What follows belongs to an exercise in optimizing a design on an open flow for small area, a short achievable clock period and few clock cycles per item; a production flow would make more cautious choices. At most, simulation tests tie the RTL to the original design; equivalence was not proved. Power and IR drop assume default switching activity.

==> flow/design.v (excerpt) <==
module tone_pattern_sequencer_top (
  input  wire logic                  clk_i,
  input  wire logic                  rst_ni,
  input  wire logic                  in_valid_i,
  output logic                       in_stall_o,
  input  wire logic [2:0]            operation_i,
  input  wire logic [TIME_BITS-1:0]  now_ms_i,
  input  wire logic [3:0]            pattern_id_i,
  input  wire logic [15:0]           custom_freq_hz_i,
  input  wire logic [15:0]           custom_duty_i,
  input  wire logic [15:0]           custom_length_ms_i,
  input  wire logic                  enable_value_i,
  output logic                       out_valid_o,
  input  wire logic                  out_stall_i,
  output logic                       tone_on_o,
  output logic [FREQ_BITS-1:0]       tone_freq_hz_o,
  output logic [DUTY_BITS-1:0]       tone_duty_o,
  output logic                       busy_res_o,
  input  wire logic                  cfg_valid_i,
  output logic                       cfg_ready_o,
  input  wire logic [1:0]            cfg_index_i,
  input  wire logic [CFG_DATA_W-1:0] cfg_data_i
);
  logic          out_vld_q;
  logic          take;
  tps_pkg::cfg_t cfg;
  logic          wnz, enz;
  assign in_stall_o = out_vld_q && out_stall_i;
  assign take       = in_valid_i && !in_stall_o;
  tps_cfg_regs u_cfg (
    .clk_i       (clk_i),
    .rst_ni      (rst_ni),
    .cfg_valid_i (cfg_valid_i),
    .cfg_ready_o (cfg_ready_o),
    .cfg_index_i (cfg_index_i),
    .cfg_data_i  (cfg_data_i),
    .cfg_o       (cfg),
    .warn_rep_nz_o (wnz),
    .err_rep_nz_o  (enz)
  );
  tps_core u_core (
    .clk_i        (clk_i),
    .rst_ni       (rst_ni),
    .take_i       (take),
    .operation_i  (operation_i),
    .now_i        (now_ms_i),
    .pattern_id_i (pattern_id_i),
    .cust_freq_i  (custom_freq_hz_i),
    .cust_duty_i  (custom_duty_i),
    .cust_len_i   (custom_length_ms_i),
    .enable_i     (enable_value_i),
    .cfg_i        (cfg),
    .wnz_i        (wnz),
    .enz_i        (enz),
    .tone_on_o    (tone_on_o),
    .freq_o       (tone_freq_hz_o),
    .duty_o       (tone_duty_o),
    .busy_o       (busy_res_o)
  );
  always_ff @(posedge clk_i or negedge rst_ni) begin
    if (!rst_ni) begin
      out_vld_q <= 1'b0;
    end else begin
      out_vld_q <= take || in_stall_o;
    end
  end
  assign out_valid_o = out_vld_q;
endmodule
Size in the first run: roughly 1100 cells after synthesis, roughly 160 flip-flops, about 140 I/O pins.
Settings: LEC_CHECK=0, CAP_MARGIN=20, CORE_MARGIN=2, CORE_UTILIZATION=50, CTS_BUF_LIST=sky130_fd_sc_hd__clkbuf_8, SETUP_SLACK_MARGIN=3.3, SLEW_MARGIN=20, TNS_END_PERCENT=5; clock period 5.5 ns.
standard.sh (not shown) runs the stock make flow with config.mk's settings and CLKGATE_MAP_FILE= SYNTH_SCRIPT=/design/flow/synth_recipe.tcl, a recipe that flattens the netlist after the stock synthesis.
==> flow/flow/run.sh <==
#!/bin/bash
# The standard layout (the standard.sh, unchanged synthesis and steps),
# with the port buffers made from the smallest plain buffer cell.
export BUFFER_PORTS_ARGS="-buffer_cell sky130_fd_sc_hd__buf_1"
bash standard.sh > standard.log 2>&1
Testbench counts at the start, summed over its fixed seeds: cycles 8,008, items 8,000.
Rerun with:
--- a/flow/config.mk
+++ b/flow/config.mk
@@ -9,5 +9,5 @@
 export CORE_MARGIN = 2
-export CORE_UTILIZATION = 50
+export CORE_UTILIZATION = 40
 export CTS_BUF_LIST = sky130_fd_sc_hd__clkbuf_8
-export SETUP_SLACK_MARGIN = 3.3
+export SETUP_SLACK_MARGIN = 3.0
 export SLEW_MARGIN = 20
Result: Cell count came out higher by 6.3%. Die area climbs by 24%. Utilization falls by 12 points. Total power goes up by 1.1%.
Rerun with:
--- a/flow/config.mk
+++ b/flow/config.mk
@@ -9,3 +9,3 @@
 export CORE_MARGIN = 2
-export CORE_UTILIZATION = 40
+export CORE_UTILIZATION = 50
 export CTS_BUF_LIST = sky130_fd_sc_hd__clkbuf_8
Result: Total power fell by 2.0%; clock-buffer cell count is unchanged; register-to-register slack degrades by 0.04 ns; cell count went down by 6.3%; first-iteration DRC count decreases by 7.7%; core utilization increases by 10 points; clock skew barely changes.
Rerun with:
--- a/flow/config.mk
+++ b/flow/config.mk
@@ -9,4 +9,3 @@
 export CORE_MARGIN = 2
-export CORE_UTILIZATION = 50
-export CTS_BUF_LIST = sky130_fd_sc_hd__clkbuf_8
+export CORE_UTILIZATION = 40
 export SETUP_SLACK_MARGIN = 3.0
After rerunning: Final area rises by 5.2%. Via count stays flat. Clock-buffer cell count is unchanged. Die area rises by 24%. Sequential power stays flat.

========
tone_pattern_sequencer_top, a different RTL version from the one above (not shown whole).
Size: about 150 flip-flops, about 140 I/O pins, roughly 11,000 sq um of cells after synthesis.
export LEC_CHECK = 0
export ABC_CLOCK_PERIOD_IN_PS = 3000
export CAP_MARGIN = 20
export CORE_MARGIN = 2
export CORE_UTILIZATION = 40
export SETUP_SLACK_MARGIN = 2.5
export SLEW_MARGIN = 20
create_clock -name core_clock -period 5.5 [get_ports {clk_i}]
run.sh (not shown) runs the stock make flow with config.mk's settings and CLKGATE_MAP_FILE= SYNTH_SCRIPT=/design/flow/synth_recipe.tcl, a recipe that flattens the netlist after the stock synthesis.
Stock flow here: none of the scripts above is used.
The starting point went through all stages and came out clean.
Next try:
ABC_CLOCK_PERIOD_IN_PS = default   (was 3000)
SETUP_SLACK_MARGIN = default   (was 2.5)
After rerunning: Worst setup slack gets worse by 0.68 ns; design area drops by 19%; cell count goes down by 6.6%.
Next try:
ABC_CLOCK_PERIOD_IN_PS = 2200   (was default)
SETUP_SLACK_MARGIN = 3.2   (was default)
Outcome: The new run passed the timing, DRC and antenna checks. Core utilization goes up by 12 points. Cell area goes up by 23%. Sequential share of layout area goes down by 5.5 points. Total power goes up by 8.1%. Clock-buffer cell count does not change. Cell count goes up by 7.6%. Setup slack gains 0.68 ns. Fmax goes up by 15%. Combinational power goes up by 36%. Wire length goes up by 18%.
No functional check of the RTL was part of any run of this note.

========
tone_pattern_sequencer_top with an RTL version that a note above also has.
Size: ~140 I/O pins, about 11000 um2 of cells after synthesis.
clock: 5.5 ns
lec_check: 0
cap_margin: 20
core_margin: 2
core_utilization: 50
cts_buf_list: sky130_fd_sc_hd__clkbuf_8
setup_slack_margin: 2.5
slew_margin: 20
tns_end_percent: 5
standard.sh (not shown) runs the stock make flow with config.mk's settings and CLKGATE_MAP_FILE= SYNTH_SCRIPT=/design/flow/synth_recipe.tcl, a recipe that flattens the netlist after the stock synthesis.
Scripts as last shown in full above: flow/flow/run.sh
The first run completed with no timing, DRC or antenna violations.
Testbench counts at the start, summed over its fixed seeds: cycles 8,008, items 8,000.
Rerun with:
- SETUP_SLACK_MARGIN: 2.5 -> 3.0
- TNS_END_PERCENT: 5 -> 2
Result: The new run went through all stages and came out clean. Worst hold slack is about the same. Area after synthesis is unchanged. Clock-buffer cell count does not change. Final area is lower by about 2.6%. Final cell count falls by about 0.8%. Via count stays flat. Power drops by about 1%.
Rerun with:
- CORE_UTILIZATION: 50 -> 55
- TNS_END_PERCENT: 2 -> 5
- wire length rises by about 0.8%
- combinational power rises by about 4%
- first-iteration DRC count falls by about 1.6%
- clock skew rises by 0.0035 ns
- final cell count rises by 0.96%
- total power rises by about 2%
- cell area rises by 3.0%
- core utilization rises by 7.1 points
- count of clock-buffer cells in the layout does not change
- register-to-register slack got worse by 0.02 ns
Rerun with:
- CORE_UTILIZATION: 55 -> 50
- TNS_END_PERCENT: 5 -> 0
Result: Routed wire length decreases by 2.1%; utilization decreases by 7.6 points; clock skew stays flat; count of clock-buffer cells in the layout does not change; via count decreases by 2.4%; design area decreases by 3.8%.

[separate check: timing with driven ports]
In the flow no input, the clock included, has a driving cell. The finished layouts below were timed again as built, in two steps.
Step 1, drivers: a clkbuf_16 drives clk_i and a buf_2 each remaining input, both assumed.
Step 2, shift: input delay + t, output delay - t, t = (earliest + latest rising clock arrival at the registers) / 2. This alone moves slack from input paths to output paths.
Three values: ideal, step 1, step 2; two values: the first two.
run	t (ns)	slack for setup (ns)	worst slew at a driven data input, ns
the first run of note 1	0.516	1.921 / 1.869 / 1.353	0.10
the second run of note 1	0.502	1.942 / 1.901 / 1.398	0.08
the third run of note 1	0.517	1.916 / 1.866 / 1.349	0.10
the fourth run of note 1	0.480	1.926 / 1.891 / 1.411	0.08
the first run of note 2	0.492	1.003 / 1.020 / 0.528	0.07
the second run of note 2	0.481	0.320 / 0.342 / -0.139	0.07
the third run of note 2	0.483	1.001 / 1.013 / 0.529	0.09
the first run of note 3	0.517	1.925 / 1.880 / 1.363	0.10
the second run of note 3	0.516	1.930 / 1.878 / 1.362	0.10
the third run of note 3	0.516	1.947 / 1.919 / 1.403	0.11
the fourth run of note 3	0.524	1.913 / 1.894 / 1.375	0.08
Met with ideal ports but missed after step 2: setup timing in the second run of note 2.
